From an optimization exercise on the open Yosys and OpenROAD flow, aimed at small area; shortcuts taken in it are not production practice.
Only simulation tests tie the RTL to the original design; equivalence was not proved.
No activity file was given, so power comes from the tool's default toggle rates.

<file path="flow/config.mk">
export PLATFORM = sky130hd
export DESIGN_NAME = poly_voice_engine
export DESIGN_NICKNAME = poly_voice_engine
export VERILOG_FILES = /design/flow/design.v
export SDC_FILE = /design/flow/constraint.sdc
export NUM_CORES = 4
export LEC_CHECK = 0
export CAP_MARGIN = 20
export CORE_MARGIN = 2
export CORE_UTILIZATION = 40
export SLEW_MARGIN = 20
</file>
<file path="flow/constraint.sdc">
create_clock -name core_clock -period 10.0 [get_ports {i_clk}]
set_input_delay 2.0000 -clock core_clock [delete_from_list [all_inputs] [get_ports {i_clk}]]
set_output_delay 2.0000 -clock core_clock [all_outputs]
set_load 0.01 [all_outputs]
</file>
<file path="flow/design.v">
module poly_voice_engine #(
  parameter int NUM_VOICES   = 8,
  parameter int PHASE_W      = 32,
  parameter int ENV_W        = 16,
  parameter int VEL_W        = 7,
  parameter int OUT_W        = 24,
  parameter int SAMPLE_DIV   = 1024,
  parameter int ATTACK_STEP  = 64,
  parameter int RELEASE_STEP = 16
) (
  input  logic                          i_clk,
  input  logic                          i_reset_n,
  input  logic                          i_cmd_valid,
  output logic                          o_cmd_ready,
  input  logic                          i_cmd_note_on,
  input  logic [$clog2(NUM_VOICES)-1:0] i_cmd_voice,
  input  logic [PHASE_W-1:0]            i_cmd_tuning,
  input  logic [VEL_W-1:0]              i_cmd_velocity,
  input  logic [1:0]                    i_wave_sel,
  output logic signed [OUT_W-1:0]       o_sample,
  output logic                          o_sample_valid,
  output logic [NUM_VOICES-1:0]         o_active_voices
);
  localparam int VW = $clog2(NUM_VOICES);
  localparam int TW = $clog2(SAMPLE_DIV);
  localparam int AW = 16 + VEL_W + VW;
  localparam int SW = (AW > OUT_W ? AW : OUT_W) + 1;
  localparam int EH = ENV_W - 4;
  localparam logic [TW-1:0] T_SCAN = TW'(NUM_VOICES);
  localparam logic [TW-1:0] T_OUT  = TW'(NUM_VOICES + 2);
  localparam logic [TW-1:0] T_RDY  = TW'(NUM_VOICES + 3);
  localparam logic [TW-1:0] T_LAST = TW'(SAMPLE_DIV - 1);
  localparam logic [ENV_W-1:0] ENV_MAX = '1;
  localparam logic [ENV_W-1:0] REL = ENV_W'(RELEASE_STEP);
  typedef enum logic [1:0] {IDLE, ATTACK, SUSTAIN, RELEASE} state_t;
  logic [TW-1:0]           r_tick;
  logic [PHASE_W-1:0]      c_phase  [NUM_VOICES];
  logic [PHASE_W-1:0]      c_tuning [NUM_VOICES];
  logic [VEL_W-1:0]        c_vel    [NUM_VOICES];
  logic [EH-1:0]           c_envh   [NUM_VOICES];
  logic                    c_envl   [NUM_VOICES];
  state_t                  r_state  [NUM_VOICES];
  logic [NUM_VOICES-1:0]   r_fresh;
  logic [NUM_VOICES-1:0]   r_active;
  logic signed [15:0]      r_a;
  logic signed [AW-1:0]    r_acc;
  logic signed [OUT_W-1:0] r_sample;
  logic                    r_sample_valid;
  logic                    w_scan, w_cmd, w_off, w_on, w_att_full, w_fresh;
  logic [VW-1:0]           w_v, w_wslot;
  state_t                  w_st;
  logic [15:0]             w_p;
  logic [ENV_W-1:0]        w_env;
  logic signed [15:0]      w_wave;
  logic [ENV_W:0]          w_att;
  logic [ENV_W-1:0]        w_nxt_env;
  state_t                  w_nxt_state;
  logic [PHASE_W-1:0]      w_nxt_phase;
  logic signed [ENV_W+16:0] w_prod;
  logic signed [VEL_W+16:0] w_b;
  logic signed [SW-1:0]    w_ext, w_max, w_min;
  logic signed [OUT_W-1:0] w_sat;
  logic [NUM_VOICES-1:0]   w_active;
  assign w_scan  = r_tick < T_SCAN;
  assign w_v     = r_tick[VW-1:0];
  assign w_cmd   = i_cmd_valid && o_cmd_ready;
  assign w_off   = !i_cmd_note_on || i_cmd_velocity == '0;
  assign w_on    = w_cmd && !w_off;
  assign w_wslot = r_tick[VW-1:0] - i_cmd_voice + VW'(1);
  assign w_st    = r_state[w_v];
  assign w_fresh = r_fresh[w_v];
  assign w_env   = {c_envh[0], {4{c_envl[0]}}};
  assign w_p     = w_fresh ? 16'd0 : c_phase[0][PHASE_W-1 -: 16];
  always_comb begin
    w_wave = !w_scan || w_st == IDLE || i_wave_sel == 2'b11 ? 16'sd0 :
             i_wave_sel == 2'b00 ? {~w_p[15], w_p[14:0]} :
             i_wave_sel == 2'b01 ? (w_p[15] ? 16'sh8001 : 16'sh7fff) :
             w_p[15] ? 16'h7fff - {w_p[14:0], 1'b0} : {~w_p[14], w_p[13:0], 1'b0};
    w_att       = {1'b0, w_env} + (ENV_W+1)'(ATTACK_STEP);
    w_att_full  = w_att >= {1'b0, ENV_MAX};
    w_nxt_phase = (w_fresh ? '0 : c_phase[0]) + c_tuning[0];
    w_nxt_env   = w_st == ATTACK ? (w_att_full ? ENV_MAX : w_att[ENV_W-1:0]) :
                  w_st == RELEASE ? (w_env <= REL ? '0 : w_env - REL) :
                  w_st == SUSTAIN ? w_env : '0;
    w_nxt_state = w_st == ATTACK && w_att_full ? SUSTAIN :
                  w_st == RELEASE && w_env <= REL ? IDLE : w_st;
    w_prod = w_wave * $signed({1'b0, w_env});
    w_b    = r_a * $signed({1'b0, c_vel[1]});
    w_ext  = SW'(r_acc);
    w_max  = SW'({(OUT_W-1){1'b1}});
    w_min  = ~w_max;
    w_sat  = w_ext > w_max ? w_max[OUT_W-1:0] : w_ext < w_min ? w_min[OUT_W-1:0] : w_ext[OUT_W-1:0];
    w_active = '0;
    for (int i = 0; i < NUM_VOICES; i++) w_active[i] = r_state[i] != IDLE;
  end
  for (genvar k = 0; k < NUM_VOICES; k++) begin : g_slot
    localparam int J = (k + NUM_VOICES - 1) % NUM_VOICES;
    always_ff @(posedge i_clk) begin
      if (w_on && w_wslot == VW'(k)) begin
        c_tuning[k] <= i_cmd_tuning;
        c_vel[k]    <= i_cmd_velocity;
      end else begin
        c_tuning[k] <= c_tuning[J];
        c_vel[k]    <= c_vel[J];
      end
      if (k == 1) begin
        c_phase[k] <= w_scan ? w_nxt_phase : c_phase[J];
        c_envh[k]  <= w_scan ? w_nxt_env[ENV_W-1:4] : c_envh[J];
        c_envl[k]  <= w_scan ? w_nxt_env[0] : c_envl[J];
      end else begin
        c_phase[k] <= c_phase[J];
        c_envh[k]  <= c_envh[J];
        c_envl[k]  <= c_envl[J];
      end
    end
  end
  always_ff @(posedge i_clk) begin
    r_a   <= 16'(w_prod >>> ENV_W);
    r_acc <= (r_tick == TW'(1) ? '0 : r_acc) + AW'(w_b);
    if (w_scan) r_fresh[w_v] <= 1'b0;
    if (w_on) r_fresh[i_cmd_voice] <= 1'b1;
  end
  always_ff @(posedge i_clk or negedge i_reset_n) begin
    if (!i_reset_n) begin
      r_tick         <= '0;
      r_active       <= '0;
      r_sample       <= '0;
      r_sample_valid <= 1'b0;
      for (int i = 0; i < NUM_VOICES; i++) r_state[i] <= IDLE;
    end else begin
      r_tick         <= r_tick == T_LAST ? '0 : r_tick + TW'(1);
      r_active       <= w_active;
      r_sample_valid <= r_tick == T_OUT;
      if (r_tick == T_OUT) r_sample <= w_sat;
      if (w_scan) r_state[w_v] <= w_nxt_state;
      if (w_cmd && w_off && (r_state[i_cmd_voice] == ATTACK || r_state[i_cmd_voice] == SUSTAIN))
        r_state[i_cmd_voice] <= RELEASE;
      if (w_on) r_state[i_cmd_voice] <= ATTACK;
    end
  end
  assign o_cmd_ready     = r_tick >= T_RDY;
  assign o_sample        = r_sample;
  assign o_sample_valid  = r_sample_valid;
  assign o_active_voices = r_active;
endmodule
</file>
<file path="flow/run.sh">
#!/bin/bash
# synth_recipe.tcl (not shown) runs the flow's synth.tcl, then flattens the netlist and writes it again
# the make line also repeats each setting of config.mk as NAME=value (left out here)
make -C /OpenROAD-flow-scripts/flow DESIGN_CONFIG=/design/flow/config.mk WORK_HOME=/design/flow/orfs CLKGATE_MAP_FILE= SYNTH_SCRIPT=/design/flow/synth_recipe.tcl finish
</file>
==> impl_metrics.tcl <==
set metrics [dict create \
    nFillCells 8794 \
    syn2layout_area_growth_pct 13.57 \
    cts_buffers 78 \
    crit_top_cell "fa_1" \
    peakVddDrop_v 0.0001213 \
    hold_violations 0 \
    hold_buffers 0 \
    grt_pass1_vias 24420 \
    skew_ns 0.06258 \
    cpPeakStageDelay_ns 0.60 \
    coreArea_sq_um 94590 \
    syn_nets 4093 \
    ioPinCount 82 \
    drt_iter0_markers 1329 \
    firstDrtPassIters 5 \
    slew_violations 0 \
    synth_warnings 7 \
    netlist_area_sq_um 38040 \
    clk_pin_slew_ns 0.07 \
    swShare_pct 23.19 \
    slowest_stage "or4_1" \
    yosysSeqAreaShare_pct 41.88 \
    internal_power_mw 5.675 \
    root_buffer "clkbuf_16" \
    final_layout_size_suffix_gt1_share_pct 15.22 \
    grt_max_degree 64 \
    drc 0 \
    cts_tree "yes" \
    fin_crit_sh_pct 93.67 \
    r2r_slack_ns 0.63 \
    final_area_sq_um 43210 \
    ant_nets 0 \
    post_cts.repair.setup_buffers 0 \
    cts_sinks 781 \
    clkLatencyLatePin_ns 0.66 \
    placed_area_sq_um 40450 \
    die_y_um 312.4 \
    p_total_mw 7.388 \
    syn_area_per_cell_sq_um 10.77 \
    synth_edf_count 0 \
    cts_resized 0 \
    arrival_ns 9.91 \
    io_buffer_count 81 \
    synthCells 3531 \
    synthFlopType "dfxtp_1" \
    dieWidth_um 312.4 \
    grt.overflow.total 0 \
    gp_congestion 0.8552 \
    final_cell_mix "dfxtp_1, inv_1, mux2_2" \
    nets 4184 \
    post-route-util_pct 45.68 \
    worstSetupStartpointType "flip-flop" \
    dp_hpwl_mm 57.98 \
    async_reset_ff_share_pct 7.554 \
    status "finished clean" \
    rows 113 \
    ys_seq_elements 781 \
    final_common_cell "dfxtp_1" \
    vias 24150 \
    drv_cap 0 \
    cp-end-kind "flip-flop" \
    fin_crit_ns 9.367 \
    setup_viol 0 \
    wl_per_cell_um 16.14 \
    required_ns 10.54 \
    whs_ns 0.3059 \
    min_path_type "flip-flop to flip-flop" \
    combPwrFrac_pct 9.1 \
    htreeDepth 3 \
    synth.distinct_cells 80 \
    fp.dieArea_sq_um 97590 \
    p_seq_share_pct 49.5 \
    critPathKind "flip-flop to flip-flop" \
    cts.path.max_buffers 3 \
    powerDensity_nw_per_um2 171.0 \
    antenna_found_initial 5 \
    path_max_fanout 16 \
    slew_headroom_pct 23.65 \
    grt_pass1_wl_mm 130.6 \
    initial_core_util_pct 40.22 \
    rsz0062_at_grt "false" \
    p_switching_mw 1.713 \
    clock.fmax_ghz 0.1068 \
    leakagePower_nw 19.62 \
    post_drt_via_cell_ratio 4.877 \
    timing.setup.tns_ns 0 \
    totalWireLength_mm 79.92 \
    grt_usage_pct 16.63 \
    clkPwrFrac_pct 41.4 \
    tightestPinTransition_ns 1.144 \
]
synth_stat cells, types with 6 or more instances:
cell        n  area share (%)
o21bai_1   16            0.32
or3_1       8            0.13
nor3_1     57            0.75
nand2_1   287             2.8
xor2_1     47             1.1
nor2_1    105             1.0
o21ai_0   133             1.7
nand3_1    43            0.57
a31oi_1    20            0.33
a21oi_1   120             1.6
inv_1     374             3.7
a22oi_1     7            0.14
nor2b_1    16            0.26
o31ai_1    10            0.20
a21o_1     38            0.75
dfxtp_1   722              38
a221o_1    10            0.26
or2_2      14            0.23
a32o_1     10            0.26
a31o_2      7            0.16
nand2b_1   20            0.33
o211ai_1    8            0.16
fa_1      264              14
o221ai_1    6            0.14
dfrtp_1    59             3.9
a211oi_1   17            0.34
mux2_2    313             9.3
and3_1     11            0.18
nand4_1     8            0.13
ha_1      250             8.2
mux2i_1     6            0.16
and2_1    211             3.5
buf_2       9            0.12
o21a_1     15            0.30
a32oi_1     6            0.14
clkbuf_1  115             1.1
nor4_1      8            0.13
buf_1      13            0.13
xnor2_1    71             1.6
path summary, 6_finish.rpt:
path,startpoint,to,cells after the start
setup / recovery,r_tick[0],r_a[13],29
hold / removal,c_phase[1][28],c_phase[2][28],0
setup reg to reg,r_tick[0],r_a[13],29
hold reg to reg,c_phase[1][28],c_phase[2][28],0
max in group asynchronous,i_reset_n,r_sample[1],2
min in group asynchronous,i_reset_n,r_state[2][1],2
power by group through the flow:
stage               Sequential [mW]  Combinational, mW  Clock (mW)
floorplan                      3.65              0.522           0
global placement               3.72              0.671           0
detailed placement             3.73              0.674           0
CTS                            3.66              0.681        3.14
global route                   3.70              0.742        3.27
finish                         3.66              0.673        3.06
critical path, delay by kind of cell (launching register included):
family / cells / cell delay (ns)
buffers and inverters: 4 / 0.57
flip-flops: 1 / 0.55
AND/OR/NAND/NOR: 7 / 1.70
AO/OA/AOI/OAI: 9 / 2.60
adder cells (fa/ha/maj): 9 / 3.82
layout make-up:
type,count,area (sq um),share of cell area (%)
clock inverters,42,573.1,1.326
repair buffers,150,1324,3.064
diodes,1,2.502,0.005792
multi-input cells,2234,20200,46.76
inverters,377,1415,3.275
well taps,1265,1583,3.663
flip-flops and latches,781,15930,36.87
clock buffers,102,2173,5.030
state kept, by name, indices dropped and copies added, names as in the netlist, 8 cells and up:
signal    flops
c_envh       96
c_envl        8
c_phase     256
c_tuning    256
c_vel        56
r_a          16
r_acc        26
r_active      8
r_fresh       8
r_sample     24
r_state      16
r_tick       10
logic make-up (layout without fill, tap and decap cells):
kind of cell,count (synthesis),after routing,synth area share [%]
simple gates,806,806,10.44
flops,781,781,41.88
buf+inv,516,671,5.141
fa+ha+maj,514,514,22.12
compound gates,473,473,8.048
mux,322,322,9.601
xor+xnor,119,119,2.779
other cells,0,1,0
per-layer routing:
metal / up-vias / global-route usage [%] / wire length (um)
li1: 11873 / - / -
met1: 11675 / 22.44 / 37250
met2: 459 / 26.89 / 36320
met3: 137 / 3.112 / 4166
met4: 6 / 5.496 / 2145
met5: - / 0 / 32
through the flow:
stage	instances	worst slack [ns]
2_1_floorplan	3531	0.7159
3_3_place_gp	4807	0.07172
3_5_place_dp	4807	-0.03239
4_1_cts	4951	0.5481
5_1_grt	4951	0.1739
6_report	4952	0.6325

-- what the ideal ports hide --
How much do the figures lean on ideal ports? The routed layout below was timed once more, with nothing changed but the port constraints. Step 1 (the two cells are an assumption about what drives the block):
set clk [get_ports {i_clk}]
set_driving_cell -lib_cell sky130_fd_sc_hd__clkbuf_16 $clk
set_driving_cell -lib_cell sky130_fd_sc_hd__buf_2 [delete_from_list [all_inputs] $clk]
Step 2 times the ports against the registers' clock, not the clock port: input delays grow and output delays shrink by t, the midpoint of the rising clock arrivals with the driver on. a / b / c = ideal / step 1 / step 2; a / b = the first two.
shift t [ns]: 0.694
slack for setup (ns): 0.633 / 0.633 / 0.085
hold WS [ns]: 0.306 / 0.306 / 0.306
worst setup path at the end: input to register
latest minus earliest clock arrival (ns): 0.063 / 0.064
After both steps this run still meets setup and hold. The setup slack of this run moves by 0.000 ns with the drivers and by -0.548 ns with both steps.
